This design comes from an exercise in tuning for small area and a short achievable clock period on the open sky130 flow, not from production work. Function was checked by simulation only, so behaviour that the tests miss may differ from the original. Power is estimated from default activity; no workload was simulated.

$ cat flow/run.sh
#!/bin/bash
set -e
export BUFFER_PORTS_ARGS="-buffer_cell sky130_fd_sc_hd__buf_2"
export CTS_ARGS="-sink_clustering_enable -repair_clock_nets -dont_use_dummy_load -sink_clustering_size 24 -sink_clustering_max_diameter 80"
bash standard.sh > standard.log 2>&1
$ cat standard.sh
#!/bin/bash
# synth_recipe.tcl (not shown) runs the flow's synth.tcl, then flattens the netlist and writes it again
# the make line also repeats each setting of config.mk as NAME=value (left out here)
make -C /OpenROAD-flow-scripts/flow DESIGN_CONFIG=/design/flow/config.mk WORK_HOME=/design/flow/orfs CLKGATE_MAP_FILE= SYNTH_SCRIPT=/design/flow/synth_recipe.tcl "${@:-finish}"
$ cat config.mk
export PLATFORM = sky130hd
export DESIGN_NAME = gecko_reg_scoreboard
export DESIGN_NICKNAME = gecko_reg_scoreboard
export VERILOG_FILES = /design/flow/design.v
export SDC_FILE = /design/flow/constraint.sdc
export NUM_CORES = 4
export LEC_CHECK = 0
export CAP_MARGIN = 10
export CORE_MARGIN = 2
export CORE_UTILIZATION = 40
export PLACE_DENSITY = 0.45
export SETUP_SLACK_MARGIN = 0.2
export SLEW_MARGIN = 10
export SYNTH_HIERARCHICAL = 1
$ cat constraint.sdc
create_clock -name core_clock -period 5.0 [get_ports {clk}]
set_input_delay 1.0000 -clock core_clock [delete_from_list [all_inputs] [get_ports {clk}]]
set_output_delay 1.0000 -clock core_clock [all_outputs]
set_load 0.01 [all_outputs]
$ cat design.v
package gecko_reg_scoreboard_pkg;
  localparam int unsigned STATUS_W = 2;
  typedef logic [STATUS_W-1:0] gecko_reg_status_t;
  localparam gecko_reg_status_t GECKO_REG_STATUS_VALID = '0;
  localparam gecko_reg_status_t GECKO_REG_STATUS_FULL  = '1;
  typedef gecko_reg_status_t gecko_reg_file_status_t [32];
endpackage
module gecko_reg_status_counter (
  input  logic              clk,
  input  logic              rst,
  input  logic              issue_hit,
  input  logic              dec,
  output gecko_reg_scoreboard_pkg::gecko_reg_status_t status,
  output logic              blocked,
  output logic              underflow
);
  logic [1:0] c;
  logic [1:0] nxt;
  logic       c1_n;
  logic       nz_or_idle;    
  logic       not_dec_only;  
  logic       hold1;         
  logic       up0;           
  gecko_cnt_inv     u_inv  (.a(c[1]), .y(c1_n));
  gecko_cnt_or2b    u_t3   (.a(c[0]), .b_n(dec), .y(nz_or_idle));
  gecko_cnt_or2b    u_t4   (.a(dec), .b_n(c[0]), .y(not_dec_only));
  gecko_cnt_nor3    u_uf   (.a(c[1]), .b(issue_hit), .c(nz_or_idle), .y(underflow));
  gecko_cnt_and2    u_s1   (.a(c[1]), .b(nz_or_idle), .y(status[1]));
  gecko_cnt_o21ai   u_s0   (.a1(c1_n), .a2(nz_or_idle), .b1(not_dec_only), .y(status[0]));
  gecko_cnt_nor2    u_blk  (.a(c1_n), .b(not_dec_only), .y(blocked));
  gecko_cnt_a21boi  u_h1   (.a1(c1_n), .a2(not_dec_only), .b1_n(rst), .y(hold1));
  gecko_cnt_o21a    u_n1   (.a1(issue_hit), .a2(status[1]), .b1(hold1), .y(nxt[1]));
  gecko_cnt_a21bo   u_u0   (.a1(nz_or_idle), .a2(not_dec_only), .b1_n(issue_hit), .y(up0));
  gecko_cnt_o221a   u_n0   (.a1(issue_hit), .a2(status[0]), .b1(up0), .b2(status[1]), .c1(rst), .y(nxt[0]));
  always_ff @(posedge clk) begin
    c <= nxt;
  end
endmodule
module gecko_cnt_inv (input logic a, output logic y);
  assign y = ~a;
endmodule
module gecko_cnt_or2b (input logic a, input logic b_n, output logic y);
  assign y = a | ~b_n;
endmodule
module gecko_cnt_nor3 (input logic a, input logic b, input logic c, output logic y);
  assign y = ~(a | b | c);
endmodule
module gecko_cnt_and2 (input logic a, input logic b, output logic y);
  assign y = a & b;
endmodule
module gecko_cnt_nor2 (input logic a, input logic b, output logic y);
  assign y = ~(a | b);
endmodule
module gecko_cnt_o21ai (input logic a1, input logic a2, input logic b1, output logic y);
  assign y = ~((a1 | a2) & b1);
endmodule
module gecko_cnt_a21boi (input logic a1, input logic a2, input logic b1_n, output logic y);
  assign y = ~((a1 & a2) | ~b1_n);
endmodule
module gecko_cnt_o21a (input logic a1, input logic a2, input logic b1, output logic y);
  assign y = (a1 | a2) & b1;
endmodule
module gecko_cnt_a21bo (input logic a1, input logic a2, input logic b1_n, output logic y);
  assign y = (a1 & a2) | ~b1_n;
endmodule
module gecko_cnt_o221a (input logic a1, input logic a2, input logic b1, input logic b2,
                        input logic c1, output logic y);
  assign y = (a1 | a2) & (b1 | b2) & c1;
endmodule
module gecko_reg_scoreboard #(
  parameter logic [31:0] REG_RESET_VALUE = 32'h0000_0000,
  parameter bit          ERROR_STICKY    = 1'b1
) (
  input  logic                    clk,
  input  logic                    rst,
  input  logic                    issue_valid,
  output logic                    issue_ready,
  input  logic [4:0]              issue_reg_addr,
  input  logic                    wb_valid,
  input  logic [4:0]              wb_reg_addr,
  input  logic [31:0]             wb_value,
  input  logic [4:0]              rs1_addr,
  input  logic [4:0]              rs2_addr,
  output logic [31:0]             rs1_value,
  output logic [31:0]             rs2_value,
  output logic [32*gecko_reg_scoreboard_pkg::STATUS_W-1:0]  reg_status,
  output logic                    underflow_error
);
  logic [31:1] wdec;       
  logic [31:1] idec;       
  logic [31:1] sel1;       
  logic [31:1] sel2;
  logic [31:1] blocked;
  logic [31:1] uf_vec;
  logic        byp1;       
  logic        byp2;
  logic [31:0] wdata;      
  logic [31:0] rdq [0:31];    
  logic [31:0] rsel1;         
  logic [31:0] rsel2;
  assign wdata = rst ? wb_value : REG_RESET_VALUE;
  assign byp1  = wb_valid && (wb_reg_addr == rs1_addr) && (rs1_addr != 5'd0);
  assign byp2  = wb_valid && (wb_reg_addr == rs2_addr) && (rs2_addr != 5'd0);
  assign reg_status[1:0] = 2'b00;
  for (genvar i = 1; i < 32; i++) begin : g_reg
    logic [31:0] q;
    assign wdec[i] = wb_valid && (wb_reg_addr == 5'(i));
    assign idec[i] = issue_valid && (issue_reg_addr == 5'(i));
    assign sel1[i] = (rs1_addr == 5'(i)) && !wdec[i];
    assign sel2[i] = (rs2_addr == 5'(i)) && !wdec[i];
    always_ff @(posedge clk) begin
      if (wdec[i] || !rst) q <= wdata;
    end
    assign rdq[i] = q;
    gecko_reg_status_counter u_cnt (
      .clk       (clk),
      .rst       (rst),
      .issue_hit (idec[i]),
      .dec       (wdec[i]),
      .status    (reg_status[2*i +: 2]),
      .blocked   (blocked[i]),
      .underflow (uf_vec[i])
    );
  end
  assign rdq[0] = wb_value;
  assign rsel1  = {sel1, byp1};
  assign rsel2  = {sel2, byp2};
  for (genvar b = 0; b < 32; b++) begin : g_rd
    logic [31:0] col1, col2;
    for (genvar i = 0; i < 32; i++) begin : g_col
      assign col1[i] = rdq[i][b];
    end
    gecko_reg_read_bit u_rd1 (.d(col1), .sel(rsel1), .y(rs1_value[b]));
    gecko_reg_read_bit u_rd2 (.d(col1), .sel(rsel2), .y(rs2_value[b]));
  end
  always_comb begin
    issue_ready = 1'b1;
    for (int i = 1; i < 32; i++)
      if (issue_reg_addr == 5'(i) && blocked[i]) issue_ready = 1'b0;
  end
  always_ff @(posedge clk) begin
    if (!rst) begin
      underflow_error <= 1'b0;
    end else if (ERROR_STICKY) begin
      underflow_error <= underflow_error || (uf_vec != '0);
    end else begin
      underflow_error <= (uf_vec != '0);
    end
  end
endmodule
module gecko_reg_read_bit (
  input  logic [31:0] d,
  input  logic [31:0] sel,
  output logic        y
);
  logic [10:0] grp_n;
  for (genvar g = 0; g < 10; g++) begin : g_grp
    gecko_reg_aoi3 u_aoi (.d(d[3*g +: 3]), .sel(sel[3*g +: 3]), .y_n(grp_n[g]));
  end
  logic [2:0]  part;
  assign grp_n[10] = ~((d[30] & sel[30]) | (d[31] & sel[31]));
  gecko_reg_nand4 u_p0 (.a(grp_n[3:0]), .y(part[0]));
  gecko_reg_nand4 u_p1 (.a(grp_n[7:4]), .y(part[1]));
  gecko_reg_nand3 u_p2 (.a(grp_n[10:8]), .y(part[2]));
  assign y = |part;
endmodule
module gecko_reg_aoi3 (
  input  logic [2:0] d,
  input  logic [2:0] sel,
  output logic       y_n
);
  assign y_n = ~|(d & sel);
endmodule
module gecko_reg_nand4 (
  input  logic [3:0] a,
  output logic       y
);
  assign y = ~&a;
endmodule
module gecko_reg_nand3 (
  input  logic [2:0] a,
  output logic       y
);
  assign y = ~&a;
endmodule
==> summary.txt <==
Skew-Pair Late Insertion Delay - 680 ps
Crit-path leading delay family - simple AND/OR/NAND/NOR gates
Total core area - 109000 µm²
CP Cell Sequence - buf_2 -> or3_1 -> nor3_4 -> buf_6 -> a222oi_1 -> nand4_1 -> buf_4 -> or3_1 -> buf_2
Sw frac - 0.256
Max IR drop VDD - 266 µV
CTS buffer count - 56
Hold Path Class - flop to flop
Net switching power - 4470 µW
Post-DRT Antenna Nets - 0
Port Buf Inserts - 183
Final Setup Violations - 0
Multiplexer share of the synthesized area - 0.000968
Design Power - 17400 µW
Buf/Inv on CP - 4
Adder-Cell Fraction of Synth Area - 0
GP Congestion - 0.870
I/O Pins - 186
Yosys warns - 9
Min Tclk post-route - 4860 ps
Worst Skew - 31.7 ps
Logic gate share of total power - 0.103
GRT Overall Usage - 0.317
Gr ovfl total - 0
Number of flops mapped to enable cells by yosys - 992
Die ar. - 113000 µm²
Final std cells w/o fill - 4717
Vias per Instance - 7.21
Worst reg-to-reg setup slack - 3220 ps
Sink Count - 1055
P_int - 13000 µW
Tcrit/Tclk final - 0.972
Simple-gate share of the synthesized area - 0.0888
Synthesized area - 43900 µm²
Initial antenna violation count - 19
CP required - 4000 ps
Relative slew margins - 0.128
Final WS setup - 141 ps
CTS clk-pin slew, worst paths - 50 ps
Final #Nets - 3357
Drt drc - 0
Routed WL - 183 mm
Critical setup path kind - input port to output pin
TritonCTS clock tree - done
Largest family of logic cells by synthesized area - compound AO/OA/AOI/OAI gates
CP Data Arrival Time - 3860 ps
Clock root cell - clkbuf_16
DIE HEIGHT - 335 µm
Post-CTS Hold Fix Bufs - 0
Endpoints failing hold - 0
Maxcap violations - 0
Setup repair after global routing missed its margin - true
Placed cell count - 4599
Rows - 121
Sequential Power Share - 0.620
Xor and xnor area share after synthesis - 0.00159
Outcome - finished clean
Async SR Flop Fraction - 0
HPWL after detailed placement - 120 mm
Cell variety after synth - 50
Final design utilization - 0.485
Slowest CP cell - or3_1
Slowest cell delay on critical path - 510 ps
Post-place setup slack - -109 ps
#FFs+latches synth - 1055
Leakage Power - 0.0175 µW
Post-synthesis compound-gate area fraction - 0.196
Critical path launch point type - input port
First-pass GRT wire length - 253 mm
Layout cell share with drive strength beyond 1 - 0.251
Worst-case clock buffer depth - 3
Worst Path Max Fanout - 11
Drt pass-1 iters - 12
Clock share of power - 0.277
Mean Syn Cell Area - 16.1 µm²
H-tree levels - 2
Pwr Density - 330 nW/µm²
Setup crit end kind - output pin
Die W - 335 µm
Vias in the first global route - 33.2k
Initial DRC count - 7379
Cell count after synthesis - 2724
Vias - 34.0k
Initial Util - 0.404
FMAX - 206 MHz
Pin count of the biggest net entering global routing - 67
Syn-to-layout area delta - 20.2%
Wire per inst - 38.9 µm
Final Max Tran Viols - 0
Slew @ Worst Pin - 1310 ps
Register area share after synthesis - 0.707
Commonest register cell after synthesis - edfxtp_1
-- timing repair --
action	4_1_cts	5_1_grt
setup endpoints to repair	53	58
pin swaps	17	42
buffers inserted	17	32
resized for setup	36	49
cloned	4	3
-- sequential cells by signal, summed over array words and instances (netlist names) --
register         flops
g.q                992
underflow_error      1
g.u_cnt.c           62
-- final cells by class --
class                           count  area [µm²]
Fill cell                        9244       56000
Multi-Input combinational cell   1607       13800
Sequential cell                  1055       31000
Clock buffer                       56        1400
Antenna cell                        4        10.0
Timing Repair Buffer              550        4650
Tap cell                         1414        1770
Inverter                           31         116
-- per-module statistics from Yosys, one instance, submodules excluded, excerpt --
module	copies in the design	cell area, µm²	cells inside	flops+latches
gecko_cnt_a21boi	31	11.3	1	0
gecko_cnt_o21ai	31	5.00	1	0
gecko_reg_status_counter	31	40.0	2	2
gecko_cnt_or2b	62	6.26	1	0
gecko_cnt_o221a	31	11.3	1	0
gecko_cnt_nor3	31	10.0	1	0
gecko_cnt_o21a	31	7.51	1	0
gecko_reg_nand4	128	6.26	1	0
gecko_reg_nand3	64	5.00	1	0
gecko_cnt_inv	31	3.75	1	0
gecko_reg_aoi3	640	10.0	1	0
gecko_cnt_a21bo	31	10.0	1	0
gecko_cnt_nor2	31	3.75	1	0
-- cell usage in the layout, fill, tap and decap left out, drive strengths merged, types with 2 or more instances in the layout --
master,n
edfxtp,992
a222oi,640
buf,544
nand4,132
nor2,102
nor3,91
nand3,77
nand2b,74
a22oi,66
or3,66
o21ai,64
dfxtp,63
and2,63
clkbuf,61
o21a,33
a21boi,31
inv,31
o221a,31
a21bo,31
nand2,23
nor4,20
nand3b,10
or2,9
nor2b,6
xnor2,5
diode,4
a21oi,3
xor2,3
nor3b,3
a31oi,3
nand4b,2
o211ai,2
mux2i,2
a311o,2
mux2,2
conb,2
-- worst register-to-register path, delay by kind of cell, from the launching register on --
family / cells / cell delay (ps)
simple gates: 4 / 1000
flops: 1 / 390
compound gates: 1 / 290
-- cells in the mapped netlist, drive strengths merged, types with 5 or more instances --
cell / count / area, µm²
nand4: 132 / 826
nand3: 77 / 385
a21bo: 31 / 310
nand2: 23 / 86.3
nor2b: 6 / 37.5
inv: 31 / 116
a21boi: 31 / 349
nand2b: 74 / 463
o21a: 33 / 248
a22oi: 66 / 495
buf: 11 / 66.3
clkbuf: 24 / 90.1
or3: 66 / 413
and2: 63 / 394
a222oi: 640 / 6410
o221a: 31 / 349
nand3b: 10 / 75.1
dfxtp: 63 / 1260
nor3: 88 / 596
nor4: 20 / 125
o21ai: 64 / 320
xnor2: 5 / 43.8
edfxtp: 992 / 29800
nor2: 102 / 383
or2: 9 / 56.3
-- cells by family after synthesis --
family / after synthesis
AO/OA/AOI/OAI: 912
multiplexers: 4
XOR/XNOR: 8
AND/OR/NAND/NOR: 678
buffers and inverters: 66
other: 1
flip-flops: 1055
-- path summary, 6_finish.rpt --
| path | depth (start not counted) | startpoint | to |
|---|---|---|---|
| min | 3 | g_reg[25].u_cnt.c[1] | g_reg[25].u_cnt.c[1] |
| max reg2reg | 5 | g_reg[15].u_cnt.c[0] | underflow_error |
| max | 9 | rs1_addr[4] | rs1_value[19] |
| min reg2reg | 3 | g_reg[25].u_cnt.c[1] | g_reg[25].u_cnt.c[1] |
-- layer usage --
layer  vias up  global-route usage  routed length (µm)
met2      2155               0.499               84500
met1     17700               0.448               74200
met5         -                   0                  44
met4         8              0.0874                5100
li1      13900                   -                   -
met3       285              0.0610               19500
-- through the flow --
step | cell area, µm² | hold slack [ps] | TNS (ps)
2_1_floorplan | 44100 | 585 | 0
3_3_place_gp | 50400 | 595 | -129
3_5_place_dp | 50400 | 590 | -216
4_1_cts | 52200 | 614 | 0
5_1_grt | 52800 | 651 | 0
6_report | 52800 | 618 | 0
-- power by group through the flow --
| stage | combinational [µW] | sequential [µW] | clock [µW] |
|---|---|---|---|
| 2_1_floorplan | 684 | 10900 | 0 |
| 3_3_place_gp | 1690 | 11000 | 0 |
| 3_5_place_dp | 1700 | 11000 | 0 |
| 4_1_cts | 1730 | 10800 | 4910 |
| 5_1_grt | 1860 | 10900 | 5190 |
| 6_report | 1800 | 10800 | 4820 |

re-timing with driven ports:
No port has a modelled driver above. Below, the same layout with a new extraction and two added sets of constraints. Step 1 (the two cells are an assumption about what drives the block):
set clk [get_ports {clk}]
set_driving_cell -lib_cell sky130_fd_sc_hd__clkbuf_16 $clk
set_driving_cell -lib_cell sky130_fd_sc_hd__buf_2 [delete_from_list [all_inputs] $clk]
Step 2 also shifts input and output timing later by t, the mid clock arrival at the registers, as if the neighbouring blocks saw the same clock. Slacks: ideal ports / drivers / drivers and shift; pairs: ideal ports / drivers.
t, ns: 0.753
setup WS [ns]: 0.141 / 0.115 / 0.115
worst setup path after step 2: input to output
worst data-port slew with drivers (ns): 0.06
After both steps this run still meets setup and hold. The setup slack of this run moves by -0.026 ns with the drivers and by -0.026 ns with both steps.
